Context: an optimization exercise on an open-source flow, tuned for small area. The choices shown serve that exercise and are no tape-out recipe. Function was checked by simulation only, so behaviour that the tests miss may differ from the original.

==> trial 60: inputs <==
==> flow/design.v <==
module aip_host_responder #(
  parameter int          DATAWIDTH = 32,
  parameter int          SIZE_Y    = 64,
  parameter int          SIZE_Z    = 64,
  parameter logic [31:0] IP_ID_VAL = 32'h1000500B
) (
  input  logic                      clk,
  input  logic                      rst_a,
  input  logic                      en_s,
  input  logic [DATAWIDTH-1:0]      data_in,
  output logic [DATAWIDTH-1:0]      data_out,
  input  logic                      write,
  input  logic                      read,
  input  logic                      start,
  input  logic [4:0]                conf_dbus,
  output logic                      int_req,
  output logic                      core_start,
  input  logic                      core_done,
  input  logic [$clog2(SIZE_Y)-1:0] core_y_addr,
  output logic [DATAWIDTH-1:0]      core_y_data,
  input  logic                      core_z_we,
  input  logic [$clog2(SIZE_Z)-1:0] core_z_addr,
  input  logic [DATAWIDTH-1:0]      core_z_data,
  output logic [DATAWIDTH-1:0]      conf_size_y
);
  localparam int AY = $clog2(SIZE_Y);
  localparam int AZ = $clog2(SIZE_Z);
  localparam logic [4:0] C_MMEM_Y = 5'd0;
  localparam logic [4:0] C_AMEM_Y = 5'd1;
  localparam logic [4:0] C_MMEM_Z = 5'd2;
  localparam logic [4:0] C_AMEM_Z = 5'd3;
  localparam logic [4:0] C_CSIZE  = 5'd4;
  localparam logic [4:0] C_ASIZE  = 5'd5;
  localparam logic [4:0] C_STATUS = 5'd30;
  localparam logic [4:0] C_IP_ID  = 5'd31;
  typedef enum logic {
    S_IDLE,
    S_BUSY
  } state_t;
  logic [DATAWIDTH-1:0] mem_y [SIZE_Y];
  logic [DATAWIDTH-1:0] mem_z [SIZE_Z];
  state_t               state_q, state_d;
  logic [AY-1:0]        ptr_y_q, ptr_y_d;
  logic [AZ-1:0]        ptr_z_q, ptr_z_d;
  logic [DATAWIDTH-1:0] csize_q, csize_d;
  logic [DATAWIDTH-1:0] dout_q, dout_d;
  logic [DATAWIDTH-1:0] ydat_q, ydat_d;
  logic [7:0]           mask_q, mask_d;
  logic [7:0]           flags_q, flags_d;
  logic                 irq_q, irq_d;
  logic                 cstart_q, cstart_d;
  logic                 wr;
  logic                 rd;
  logic                 st;
  logic                 busy;
  logic                 y_we;
  logic [31:0]          status_w;
  function automatic logic [AY-1:0] inc_y(input logic [AY-1:0] p);
    inc_y = (p == (SIZE_Y - 1)) ? '0 : p + 1'b1;
  endfunction
  function automatic logic [AZ-1:0] inc_z(input logic [AZ-1:0] p);
    inc_z = (p == (SIZE_Z - 1)) ? '0 : p + 1'b1;
  endfunction
  assign wr   = en_s & write;
  assign rd   = en_s & read & ~write;
  assign st   = en_s & start;
  assign busy = (state_q == S_BUSY);
  assign y_we = wr & (conf_dbus == C_MMEM_Y);
  assign status_w = {8'h00, mask_q, 7'h00, busy, flags_q};
  always_comb begin
    state_d  = state_q;
    cstart_d = 1'b0;
    case (state_q)
      S_IDLE: begin
        if (st) begin
          cstart_d = 1'b1;
          state_d  = S_BUSY;
        end
      end
      S_BUSY: begin
        if (core_done) begin
          state_d = S_IDLE;
        end
      end
      default: state_d = S_IDLE;
    endcase
  end
  always_comb begin
    ptr_y_d = ptr_y_q;
    ptr_z_d = ptr_z_q;
    csize_d = csize_q;
    dout_d  = dout_q;
    mask_d  = mask_q;
    flags_d = flags_q;
    if (wr) begin
      case (conf_dbus)
        C_MMEM_Y: ptr_y_d = inc_y(ptr_y_q);
        C_AMEM_Y: ptr_y_d = data_in[AY-1:0];
        C_AMEM_Z: ptr_z_d = data_in[AZ-1:0];
        C_CSIZE:  csize_d = data_in;
        C_STATUS: begin
          mask_d  = data_in[23:16];
          flags_d = flags_q & ~data_in[7:0];
        end
        default: ;
      endcase
    end
    if (rd) begin
      case (conf_dbus)
        C_MMEM_Z: begin
          dout_d  = mem_z[ptr_z_q];
          ptr_z_d = inc_z(ptr_z_q);
        end
        C_STATUS: dout_d = DATAWIDTH'(status_w);
        C_IP_ID:  dout_d = DATAWIDTH'(IP_ID_VAL);
        default:  dout_d = '0;
      endcase
    end
    if (core_done) begin
      flags_d[0] = 1'b1;
    end
  end
  always_comb begin
    ydat_d = mem_y[core_y_addr];
    irq_d  = ~|(flags_q & mask_q);
  end
  always_ff @(posedge clk or negedge rst_a) begin
    if (!rst_a) begin
      state_q  <= S_IDLE;
      ptr_y_q  <= '0;
      ptr_z_q  <= '0;
      csize_q  <= '0;
      dout_q   <= '0;
      ydat_q   <= '0;
      mask_q   <= '0;
      flags_q  <= '0;
      irq_q    <= 1'b1;
      cstart_q <= 1'b0;
    end else begin
      state_q  <= state_d;
      ptr_y_q  <= ptr_y_d;
      ptr_z_q  <= ptr_z_d;
      csize_q  <= csize_d;
      dout_q   <= dout_d;
      ydat_q   <= ydat_d;
      mask_q   <= mask_d;
      flags_q  <= flags_d;
      irq_q    <= irq_d;
      cstart_q <= cstart_d;
    end
  end
  always_ff @(posedge clk) begin
    if (y_we) begin
      mem_y[ptr_y_q] <= data_in;
    end
    if (core_z_we) begin
      mem_z[core_z_addr] <= core_z_data;
    end
  end
  assign data_out    = dout_q;
  assign int_req     = irq_q;
  assign core_start  = cstart_q;
  assign core_y_data = ydat_q;
  assign conf_size_y = csize_q;
endmodule
==> flow/run.sh <==
#!/bin/bash
# synth_recipe.tcl (not shown) runs the flow's synth.tcl, then flattens the netlist and writes it again
# the make line also repeats each setting of config.mk as NAME=value (left out here)
make -C /OpenROAD-flow-scripts/flow DESIGN_CONFIG=/design/flow/config.mk WORK_HOME=/design/flow/orfs CLKGATE_MAP_FILE= SYNTH_SCRIPT=/design/flow/synth_recipe.tcl finish
==> flow/config.mk <==
export PLATFORM = sky130hd
export DESIGN_NAME = aip_host_responder
export DESIGN_NICKNAME = aip_host_responder
export VERILOG_FILES = /design/flow/design.v
export SDC_FILE = /design/flow/constraint.sdc
export NUM_CORES = 4
export LEC_CHECK = 0
export CAP_MARGIN = 20
export CORE_MARGIN = 2
export CORE_UTILIZATION = 40
export SLEW_MARGIN = 20
==> flow/constraint.sdc <==
create_clock -name core_clock -period 5.0 [get_ports {clk}]
set_input_delay 1.0000 -clock core_clock [delete_from_list [all_inputs] [get_ports {clk}]]
set_output_delay 1.0000 -clock core_clock [all_outputs]
set_load 0.01 [all_outputs]
==> inputs of trial 83, as changes to trial 60 <==
==> flow/design.v (replaced) <==
module aip_host_responder #(
  parameter int          DATAWIDTH = 32,
  parameter int          SIZE_Y    = 64,
  parameter int          SIZE_Z    = 64,
  parameter logic [31:0] IP_ID_VAL = 32'h1000500B
) (
  input  logic                      clk,
  input  logic                      rst_a,
  input  logic                      en_s,
  input  logic [DATAWIDTH-1:0]      data_in,
  output logic [DATAWIDTH-1:0]      data_out,
  input  logic                      write,
  input  logic                      read,
  input  logic                      start,
  input  logic [4:0]                conf_dbus,
  output logic                      int_req,
  output logic                      core_start,
  input  logic                      core_done,
  input  logic [$clog2(SIZE_Y)-1:0] core_y_addr,
  output logic [DATAWIDTH-1:0]      core_y_data,
  input  logic                      core_z_we,
  input  logic [$clog2(SIZE_Z)-1:0] core_z_addr,
  input  logic [DATAWIDTH-1:0]      core_z_data,
  output logic [DATAWIDTH-1:0]      conf_size_y
);
  localparam int AY = $clog2(SIZE_Y);
  localparam int AZ = $clog2(SIZE_Z);
  logic [DATAWIDTH-1:0] mem_y [SIZE_Y];
  logic [DATAWIDTH-1:0] mem_z [SIZE_Z];
  logic                 busy_q;
  logic [AY-1:0]        ptr_y_q;
  logic [AZ-1:0]        ptr_z_q;
  logic [DATAWIDTH-1:0] csize_q;
  logic [DATAWIDTH-1:0] dout_q;
  logic [DATAWIDTH-1:0] ydat_q;
  logic [7:0]           mask_q;
  logic [7:0]           flags_q;
  logic                 irq_q;
  logic                 cstart_q;
  logic wr, rd, st;
  logic sel_mmem_y, sel_amem_y, sel_mmem_z, sel_amem_z, sel_csize, sel_status, sel_ipid;
  assign wr = en_s & write;
  assign rd = en_s & read & ~write;
  assign st = en_s & start;
  assign sel_mmem_y = (conf_dbus == 5'd0);
  assign sel_amem_y = (conf_dbus == 5'd1);
  assign sel_mmem_z = (conf_dbus == 5'd2);
  assign sel_amem_z = (conf_dbus == 5'd3);
  assign sel_csize  = (conf_dbus == 5'd4);
  assign sel_status = (conf_dbus == 5'd30);
  assign sel_ipid   = (conf_dbus == 5'd31);
  logic [SIZE_Y-1:0] y_wsel, y_rsel;
  logic [SIZE_Z-1:0] z_wsel, z_rsel;
  always_comb begin
    for (int i = 0; i < SIZE_Y; i++) begin
      y_wsel[i] = (ptr_y_q == AY'(i));
      y_rsel[i] = (core_y_addr == AY'(i));
    end
    for (int i = 0; i < SIZE_Z; i++) begin
      z_wsel[i] = (core_z_addr == AZ'(i));
      z_rsel[i] = (ptr_z_q == AZ'(i));
    end
  end
  logic [DATAWIDTH-1:0] y_rdata, z_rdata;
  always_comb begin
    y_rdata = '0;
    for (int i = 0; i < SIZE_Y; i++) y_rdata = y_rdata | (mem_y[i] & {DATAWIDTH{y_rsel[i]}});
    z_rdata = '0;
    for (int i = 0; i < SIZE_Z; i++) z_rdata = z_rdata | (mem_z[i] & {DATAWIDTH{z_rsel[i]}});
  end
  logic y_we;
  assign y_we = wr & sel_mmem_y;
  always_ff @(posedge clk) begin
    for (int i = 0; i < SIZE_Y; i++)
      if (y_we & y_wsel[i]) mem_y[i] <= data_in;
    for (int i = 0; i < SIZE_Z; i++)
      if (core_z_we & z_wsel[i]) mem_z[i] <= core_z_data;
  end
  always_ff @(posedge clk or negedge rst_a) begin
    if (!rst_a) begin
      busy_q   <= 1'b0;
      ptr_y_q  <= '0;
      ptr_z_q  <= '0;
      csize_q  <= '0;
      dout_q   <= '0;
      ydat_q   <= '0;
      mask_q   <= '0;
      flags_q  <= '0;
      irq_q    <= 1'b1;
      cstart_q <= 1'b0;
    end else begin
      cstart_q <= st & ~busy_q;
      if (st & ~busy_q) busy_q <= 1'b1;
      else if (core_done) busy_q <= 1'b0;
      if (wr & sel_mmem_y) ptr_y_q <= ptr_y_q + 1'b1;
      else if (wr & sel_amem_y) ptr_y_q <= data_in[AY-1:0];
      if (wr & sel_amem_z) ptr_z_q <= data_in[AZ-1:0];
      else if (rd & sel_mmem_z) ptr_z_q <= ptr_z_q + 1'b1;
      if (wr & sel_csize) csize_q <= data_in;
      if (wr & sel_status) mask_q <= data_in[23:16];
      flags_q[7:1] <= '0;
      flags_q[0] <= core_done | (flags_q[0] & ~(wr & sel_status & data_in[0]));
      if (rd) begin
        dout_q <= ({DATAWIDTH{sel_mmem_z}} & z_rdata)
                | ({DATAWIDTH{sel_status}} & {8'h00, mask_q, 7'h00, busy_q, flags_q})
                | ({DATAWIDTH{sel_ipid}}   & IP_ID_VAL);
      end
      ydat_q <= y_rdata;
      irq_q  <= ~|(flags_q & mask_q);
    end
  end
  assign data_out    = dout_q;
  assign int_req     = irq_q;
  assign core_start  = cstart_q;
  assign core_y_data = ydat_q;
  assign conf_size_y = csize_q;
endmodule
==> summary.txt <==
- Against trial 60, the routed wire length of trial 83 is higher by about 50%.
- Design area: trial 60 is larger than trial 83 (about 3%).
- Against trial 83, the global-route usage of trial 60 is lower by 13 points.
- Synthesized cell count: trial 60 is lower than trial 83 (about 15%).
- In trial 60 the sequential share of layout area is lower than in trial 83, by 1.9 points.
- Of trial 60 and trial 83, trial 60 has the higher clock-buffer cell count (gap 10).

==> re-timing with driven ports <==
The flow's constraints put no driver on any port. The routed layouts listed below were extracted and timed again, unchanged, in two steps.
Step 1 assumes that a clkbuf_16 drives the clock port and a buf_2 every other input.
Step 2 also shifts input and output timing later by t, the mid clock arrival at the registers, as if the neighbouring blocks saw the same clock.
a / b / c = ideal ports / drivers / drivers and shift; a / b = the first two.
run | t, ns | slack for setup (ns) | hold slack, ns | worst slew at a driven data input, ns
trial 60 | 1.060 | 1.361 / 1.429 / 0.386 | 0.050 / -0.022 / 0.508 | 0.15
trial 83 | 1.095 | 0.525 / 0.525 / 0.195 | 0.300 / 0.208 / 0.489 | 0.27
After both steps setup and hold are still met in every run listed. For trial 60, which loses most, drivers alone change the setup slack by +0.068 ns; drivers and shift together by -0.975 ns.
